From an optimization exercise on the open Yosys and OpenROAD flow, aimed at small area, a short achievable clock period and few clock cycles per item; shortcuts taken in it are not production practice. RTL that was checked went through simulation tests only; none was proved equivalent to the original.

Setup of red:
// matmul_engine
module matmul_engine (
  input  logic                clk,
  input  logic                rst,
  input  logic                start,
  output logic                start_ready,
  input  logic [4:0]          k_len,
  input  logic                in_valid,
  output logic                in_ready,
  input  logic [3:0][7:0]     in_a,
  input  logic [3:0][7:0]     in_b,
  output logic                out_valid,
  input  logic                out_ready,
  output logic [3:0][15:0]    out_row,
  output logic [1:0]          out_ridx,
  output logic                busy,
  output logic                done
);
==> module matmul_engine, before the edit <==
module matmul_engine (
  input  logic                clk,
  input  logic                rst,
  input  logic                start,
  output logic                start_ready,
  input  logic [4:0]          k_len,
  input  logic                in_valid,
  output logic                in_ready,
  input  logic [3:0][7:0]     in_a,
  input  logic [3:0][7:0]     in_b,
  output logic                out_valid,
  input  logic                out_ready,
  output logic [3:0][15:0]    out_row,
  output logic [1:0]          out_ridx,
  output logic                busy,
  output logic                done
);
  localparam int N = sysarray_pkg::N;
  logic       fv, fv_n;        
  logic [4:0] rem, rem_n;      
  logic       fst, fst_n;      
  logic       zj, zj_n;        
  logic       qv, qv_n;
  logic [4:0] qk, qk_n;
  logic       r_first, r_last;
  logic       p_last;
  logic       acc_full, acc_full_n;
  logic       ob_valid, ob_valid_n;
  logic [1:0] ob_row, ob_row_n;
  logic [2:0] njobs, njobs_n;  
  logic       in_ready_r, start_ready_r, busy_r, done_r;
  logic beat, take, st_hs, out_hs, last_take, copy, feed_done;
  function automatic logic safe_f(input logic rl, input logic pl,
                                  input logic af, input logic obv);
    logic [1:0] pending;
    pending = 2'(rl) + 2'(pl) + 2'(af);
    safe_f = (pending == 2'd0) || (pending == 2'd1 && !obv);
  endfunction
  assign beat      = in_valid && in_ready_r;
  assign take      = beat || (fv && zj && (!fst || safe_f(r_last, p_last, acc_full, ob_valid)));
  assign feed_done = take && (rem == 5'd1);
  assign st_hs     = start && start_ready_r;
  assign out_hs    = ob_valid && out_ready;
  assign last_take = out_hs && (ob_row == 2'd3);
  assign copy      = (p_last || acc_full) && !ob_valid;
  assign start_ready = start_ready_r;
  assign in_ready    = in_ready_r;
  assign out_valid   = ob_valid;
  assign out_ridx    = ob_row;
  assign busy        = busy_r;
  assign done        = done_r;
  always_comb begin
    fv_n = fv; rem_n = rem; fst_n = fst; zj_n = zj;
    qv_n = qv; qk_n = qk;
    if (!fv || feed_done) begin
      if (qv) begin
        fv_n = 1'b1; rem_n = (qk == '0) ? 5'd1 : qk; zj_n = (qk == '0); fst_n = 1'b1;
        qv_n = 1'b0;
      end else if (st_hs) begin
        fv_n = 1'b1; rem_n = (k_len == '0) ? 5'd1 : k_len; zj_n = (k_len == '0); fst_n = 1'b1;
      end else begin
        fv_n = 1'b0;
      end
    end else begin
      if (take) begin
        rem_n = rem - 5'd1;
        fst_n = 1'b0;
      end
      if (st_hs) begin
        qv_n = 1'b1;
        qk_n = k_len;
      end
    end
    acc_full_n = acc_full;
    if (p_last && !copy) acc_full_n = 1'b1;
    else if (copy) acc_full_n = 1'b0;
    ob_valid_n = ob_valid; ob_row_n = ob_row;
    if (copy) begin
      ob_valid_n = 1'b1;
      ob_row_n   = '0;
    end else if (out_hs) begin
      ob_row_n = ob_row + 2'd1;
      if (ob_row == 2'd3) ob_valid_n = 1'b0;
    end
    njobs_n = njobs + 3'(st_hs) - 3'(last_take);
  end
  always_ff @(posedge clk or posedge rst) begin
    if (rst) begin
      fv <= 1'b0; rem <= '0; fst <= 1'b0; zj <= 1'b0;
      qv <= 1'b0; qk <= '0;
      r_first <= 1'b0; r_last <= 1'b0;
      p_last <= 1'b0;
      acc_full <= 1'b0;
      ob_valid <= 1'b0; ob_row <= '0;
      njobs <= '0;
      in_ready_r <= 1'b0; start_ready_r <= 1'b1; busy_r <= 1'b0; done_r <= 1'b0;
    end else begin
      fv <= fv_n; rem <= rem_n; fst <= fst_n; zj <= zj_n;
      qv <= qv_n; qk <= qk_n;
      r_first <= take && fst;
      r_last  <= feed_done;
      p_last  <= r_last;
      acc_full <= acc_full_n;
      ob_valid <= ob_valid_n; ob_row <= ob_row_n;
      njobs <= njobs_n;
      in_ready_r    <= fv_n && !zj_n &&
                       (!fst_n || safe_f(feed_done, r_last, acc_full_n, ob_valid_n));
      start_ready_r <= !qv_n;
      busy_r        <= (njobs_n != 3'd0);
      done_r        <= last_take;
    end
  end
  logic [3:0][7:0] ra;
  logic [3:0][3:0] rb_one, rb_two, rb_neg;
  always_ff @(posedge clk) begin
    for (int i = 0; i < N; i++) begin
      ra[i] <= beat ? in_a[i] : 8'd0;
      for (int k = 0; k < 4; k++) begin
        logic b2, b1, b0;
        b2 = in_b[i][2*k+1];
        b1 = in_b[i][2*k];
        b0 = (k == 0) ? 1'b0 : in_b[i][2*k-1];
        rb_one[i][k] <= b1 ^ b0;
        rb_two[i][k] <= (b2 & !b1 & !b0) | (!b2 & b1 & b0);
        rb_neg[i][k] <= b2;
      end
    end
  end
  logic [15:0] acc_next [N][N];
  genvar gi, gj;
  for (gi = 0; gi < N; gi++) begin : g_row
    for (gj = 0; gj < N; gj++) begin : g_col
      pe u_pe (
        .clk     (clk),
        .clr     (r_first),
        .a_in    (ra[gi]),
        .one     (rb_one[gj]),
        .two     (rb_two[gj]),
        .neg     (rb_neg[gj]),
        .acc_next(acc_next[gi][gj])
      );
    end
  end
  logic [3:0][15:0] ob [N];
  always_ff @(posedge clk) begin
    if (copy) begin
      for (int i = 0; i < N; i++)
        for (int j = 0; j < N; j++)
          ob[i][j] <= acc_next[i][j];
    end else if (out_hs) begin
      for (int i = 0; i < N - 1; i++)
        ob[i] <= ob[i+1];
    end
  end
  assign out_row = ob[0];
endmodule
clock: 8.0 ns
lec_check: 0
cap_margin: 20
core_margin: 2
core_utilization: 70
cts_cluster_diameter: 100
cts_cluster_size: 25
setup_slack_margin: 5
slew_margin: 20
run.sh (not shown) runs the stock make flow with config.mk's settings and CLKGATE_MAP_FILE= SYNTH_SCRIPT=/design/flow/synth_recipe.tcl, a recipe that flattens the netlist after the stock synthesis.
Testbench counts of red, summed over its fixed seeds: cycles 7,224, jobs 768.
The following lists how blue was set up differently from red:
==> flow/design.v, changed modules only <==
module matmul_engine (
  input  logic                clk,
  input  logic                rst,
  input  logic                start,
  output logic                start_ready,
  input  logic [4:0]          k_len,
  input  logic                in_valid,
  output logic                in_ready,
  input  logic [3:0][7:0]     in_a,
  input  logic [3:0][7:0]     in_b,
  output logic                out_valid,
  input  logic                out_ready,
  output logic [3:0][15:0]    out_row,
  output logic [1:0]          out_ridx,
  output logic                busy,
  output logic                done
);
  localparam int N = sysarray_pkg::N;
  logic       fv, fv_n;        
  logic [4:0] rem, rem_n;      
  logic       fst, fst_n;      
  logic       zj, zj_n;        
  logic       qv, qv_n;
  logic [4:0] qk, qk_n;
  logic       r_first, r_last;
  logic       p_last;
  logic       acc_full, acc_full_n;
  logic       ob_valid, ob_valid_n;
  logic [1:0] ob_row, ob_row_n;
  logic [2:0] njobs, njobs_n;  
  logic       in_ready_r, start_ready_r, busy_r, done_r;
  logic hold_r, hold_n;
  logic beat, take, st_hs, out_hs, last_take, copy, copy_sel, ob_en, feed_done;
  logic rf_n, rl_n, pl_n;
  assign beat      = in_valid && in_ready_r;
  assign take      = beat || (fv && zj && !hold_r);
  assign feed_done = take && (rem == 5'd1);
  assign st_hs     = start && start_ready_r;
  assign out_hs    = ob_valid && out_ready;
  assign last_take = out_hs && (ob_row == 2'd3);
  assign copy_sel  = (p_last || acc_full) && (!ob_valid || ob_row == 2'd3);
  assign copy      = (p_last || acc_full) && (!ob_valid || last_take);
  assign ob_en     = copy || out_hs;
  assign start_ready = start_ready_r;
  assign in_ready    = in_ready_r;
  assign out_valid   = ob_valid;
  assign out_ridx    = ob_row;
  assign busy        = busy_r;
  assign done        = done_r;
  always_comb begin
    fv_n = fv; rem_n = rem; fst_n = fst; zj_n = zj;
    qv_n = qv; qk_n = qk;
    if (!fv || feed_done) begin
      if (qv) begin
        fv_n = 1'b1; rem_n = (qk == '0) ? 5'd1 : qk; zj_n = (qk == '0); fst_n = 1'b1;
        qv_n = 1'b0;
      end else if (st_hs) begin
        fv_n = 1'b1; rem_n = (k_len == '0) ? 5'd1 : k_len; zj_n = (k_len == '0); fst_n = 1'b1;
      end else begin
        fv_n = 1'b0;
      end
    end else begin
      if (take) begin
        rem_n = rem - 5'd1;
        fst_n = 1'b0;
      end
      if (st_hs) begin
        qv_n = 1'b1;
        qk_n = k_len;
      end
    end
    acc_full_n = acc_full;
    if (p_last && !copy) acc_full_n = 1'b1;
    else if (copy) acc_full_n = 1'b0;
    ob_valid_n = ob_valid; ob_row_n = ob_row;
    if (copy) begin
      ob_valid_n = 1'b1;
      ob_row_n   = '0;
    end else if (out_hs) begin
      ob_row_n = ob_row + 2'd1;
      if (ob_row == 2'd3) ob_valid_n = 1'b0;
    end
    njobs_n = njobs + 3'(st_hs) - 3'(last_take);
    rf_n = hold_r ? r_first : (take && fst);
    rl_n = hold_r ? r_last  : feed_done;
    pl_n = !hold_r && r_last;
    hold_n = rf_n && (pl_n || acc_full_n) && ob_valid_n;
  end
  always_ff @(posedge clk or posedge rst) begin
    if (rst) begin
      fv <= 1'b0; rem <= '0; fst <= 1'b0; zj <= 1'b0;
      qv <= 1'b0; qk <= '0;
      r_first <= 1'b0; r_last <= 1'b0; hold_r <= 1'b0;
      p_last <= 1'b0;
      acc_full <= 1'b0;
      ob_valid <= 1'b0; ob_row <= '0;
      njobs <= '0;
      in_ready_r <= 1'b0; start_ready_r <= 1'b1; busy_r <= 1'b0; done_r <= 1'b0;
    end else begin
      fv <= fv_n; rem <= rem_n; fst <= fst_n; zj <= zj_n;
      qv <= qv_n; qk <= qk_n;
      r_first <= rf_n;
      r_last  <= rl_n;
      hold_r  <= hold_n;
      p_last  <= pl_n;
      acc_full <= acc_full_n;
      ob_valid <= ob_valid_n; ob_row <= ob_row_n;
      njobs <= njobs_n;
      in_ready_r    <= fv_n && !zj_n && !hold_n;
      start_ready_r <= !qv_n;
      busy_r        <= (njobs_n != 3'd0);
      done_r        <= last_take;
    end
  end
  logic [3:0][7:0] ra;
  logic [3:0][3:0] rb_one, rb_two, rb_neg;
  always_ff @(posedge clk) begin
    if (!hold_r) for (int i = 0; i < N; i++) begin
      ra[i] <= beat ? in_a[i] : 8'd0;
      for (int k = 0; k < 4; k++) begin
        logic b2, b1, b0;
        b2 = in_b[i][2*k+1];
        b1 = in_b[i][2*k];
        b0 = (k == 0) ? 1'b0 : in_b[i][2*k-1];
        rb_one[i][k] <= b1 ^ b0;
        rb_two[i][k] <= (b2 & !b1 & !b0) | (!b2 & b1 & b0);
        rb_neg[i][k] <= b2;
      end
    end
  end
  logic [15:0] acc_next [N][N];
  genvar gi, gj;
  for (gi = 0; gi < N; gi++) begin : g_row
    for (gj = 0; gj < N; gj++) begin : g_col
      pe u_pe (
        .clk     (clk),
        .clr     (r_first && !hold_r),
        .a_in    (hold_r ? 8'd0 : ra[gi]),
        .one     (rb_one[gj]),
        .two     (rb_two[gj]),
        .neg     (rb_neg[gj]),
        .acc_next(acc_next[gi][gj])
      );
    end
  end
  logic [3:0][15:0] ob [N];
  always_ff @(posedge clk) begin
    if (ob_en) begin
      if (copy_sel) begin
        for (int i = 0; i < N; i++)
          for (int j = 0; j < N; j++)
            ob[i][j] <= acc_next[i][j];
      end else begin
        for (int i = 0; i < N - 1; i++)
          ob[i] <= ob[i+1];
      end
    end
  end
  assign out_row = ob[0];
endmodule
[summary]
- Comparing blue and red, multi-input gate share of the layout cell area is lower on blue.
- Looking at standard cell with the maximum stage delay on the critical path, the dfrtp_2 result is from blue; the edfxtp_1 one comes from red.
- Synthesized netlist cell count: blue vs red up 309
- Of blue and red, red shows the lower cell area after placement, with blue above it.
- Layout checks on blue: not met. Flow itself completed; violations: slew limit.
- Looking at maximum frequency from static timing analysis across both flows, blue is the weaker of the two, with red ahead.
- Compared with red, blue instantiates a larger number of cells.
The RTL of blue was laid out without a check of its function.

==> separate check: timing with driven ports <==
The flow's constraints put no driver on any port. The routed layouts listed below were extracted and timed again, unchanged, in two steps. Step 1, drivers: a clkbuf_16 drives clk and a buf_2 each remaining input, both assumed. Step 2, shift: input delay + t, output delay - t, t = (earliest + latest rising clock arrival at the registers) / 2. This alone moves slack from input paths to output paths. a / b / c = no drivers / after step 1 / after step 2; a / b = the first two.
run | shift t [ns] | setup WS [ns] | latest minus earliest clock arrival (ns) | pins driven straight from the clock port
red | 0.708 | 5.022 / 4.949 / 4.396 | 0.022 / 0.022 | 1
blue | 0.720 | 4.796 / 4.796 / 4.396 | 0.028 / 0.028 | 1
The setup slack of red, which loses most, moves by -0.073 ns with the drivers and by -0.626 ns with both steps.
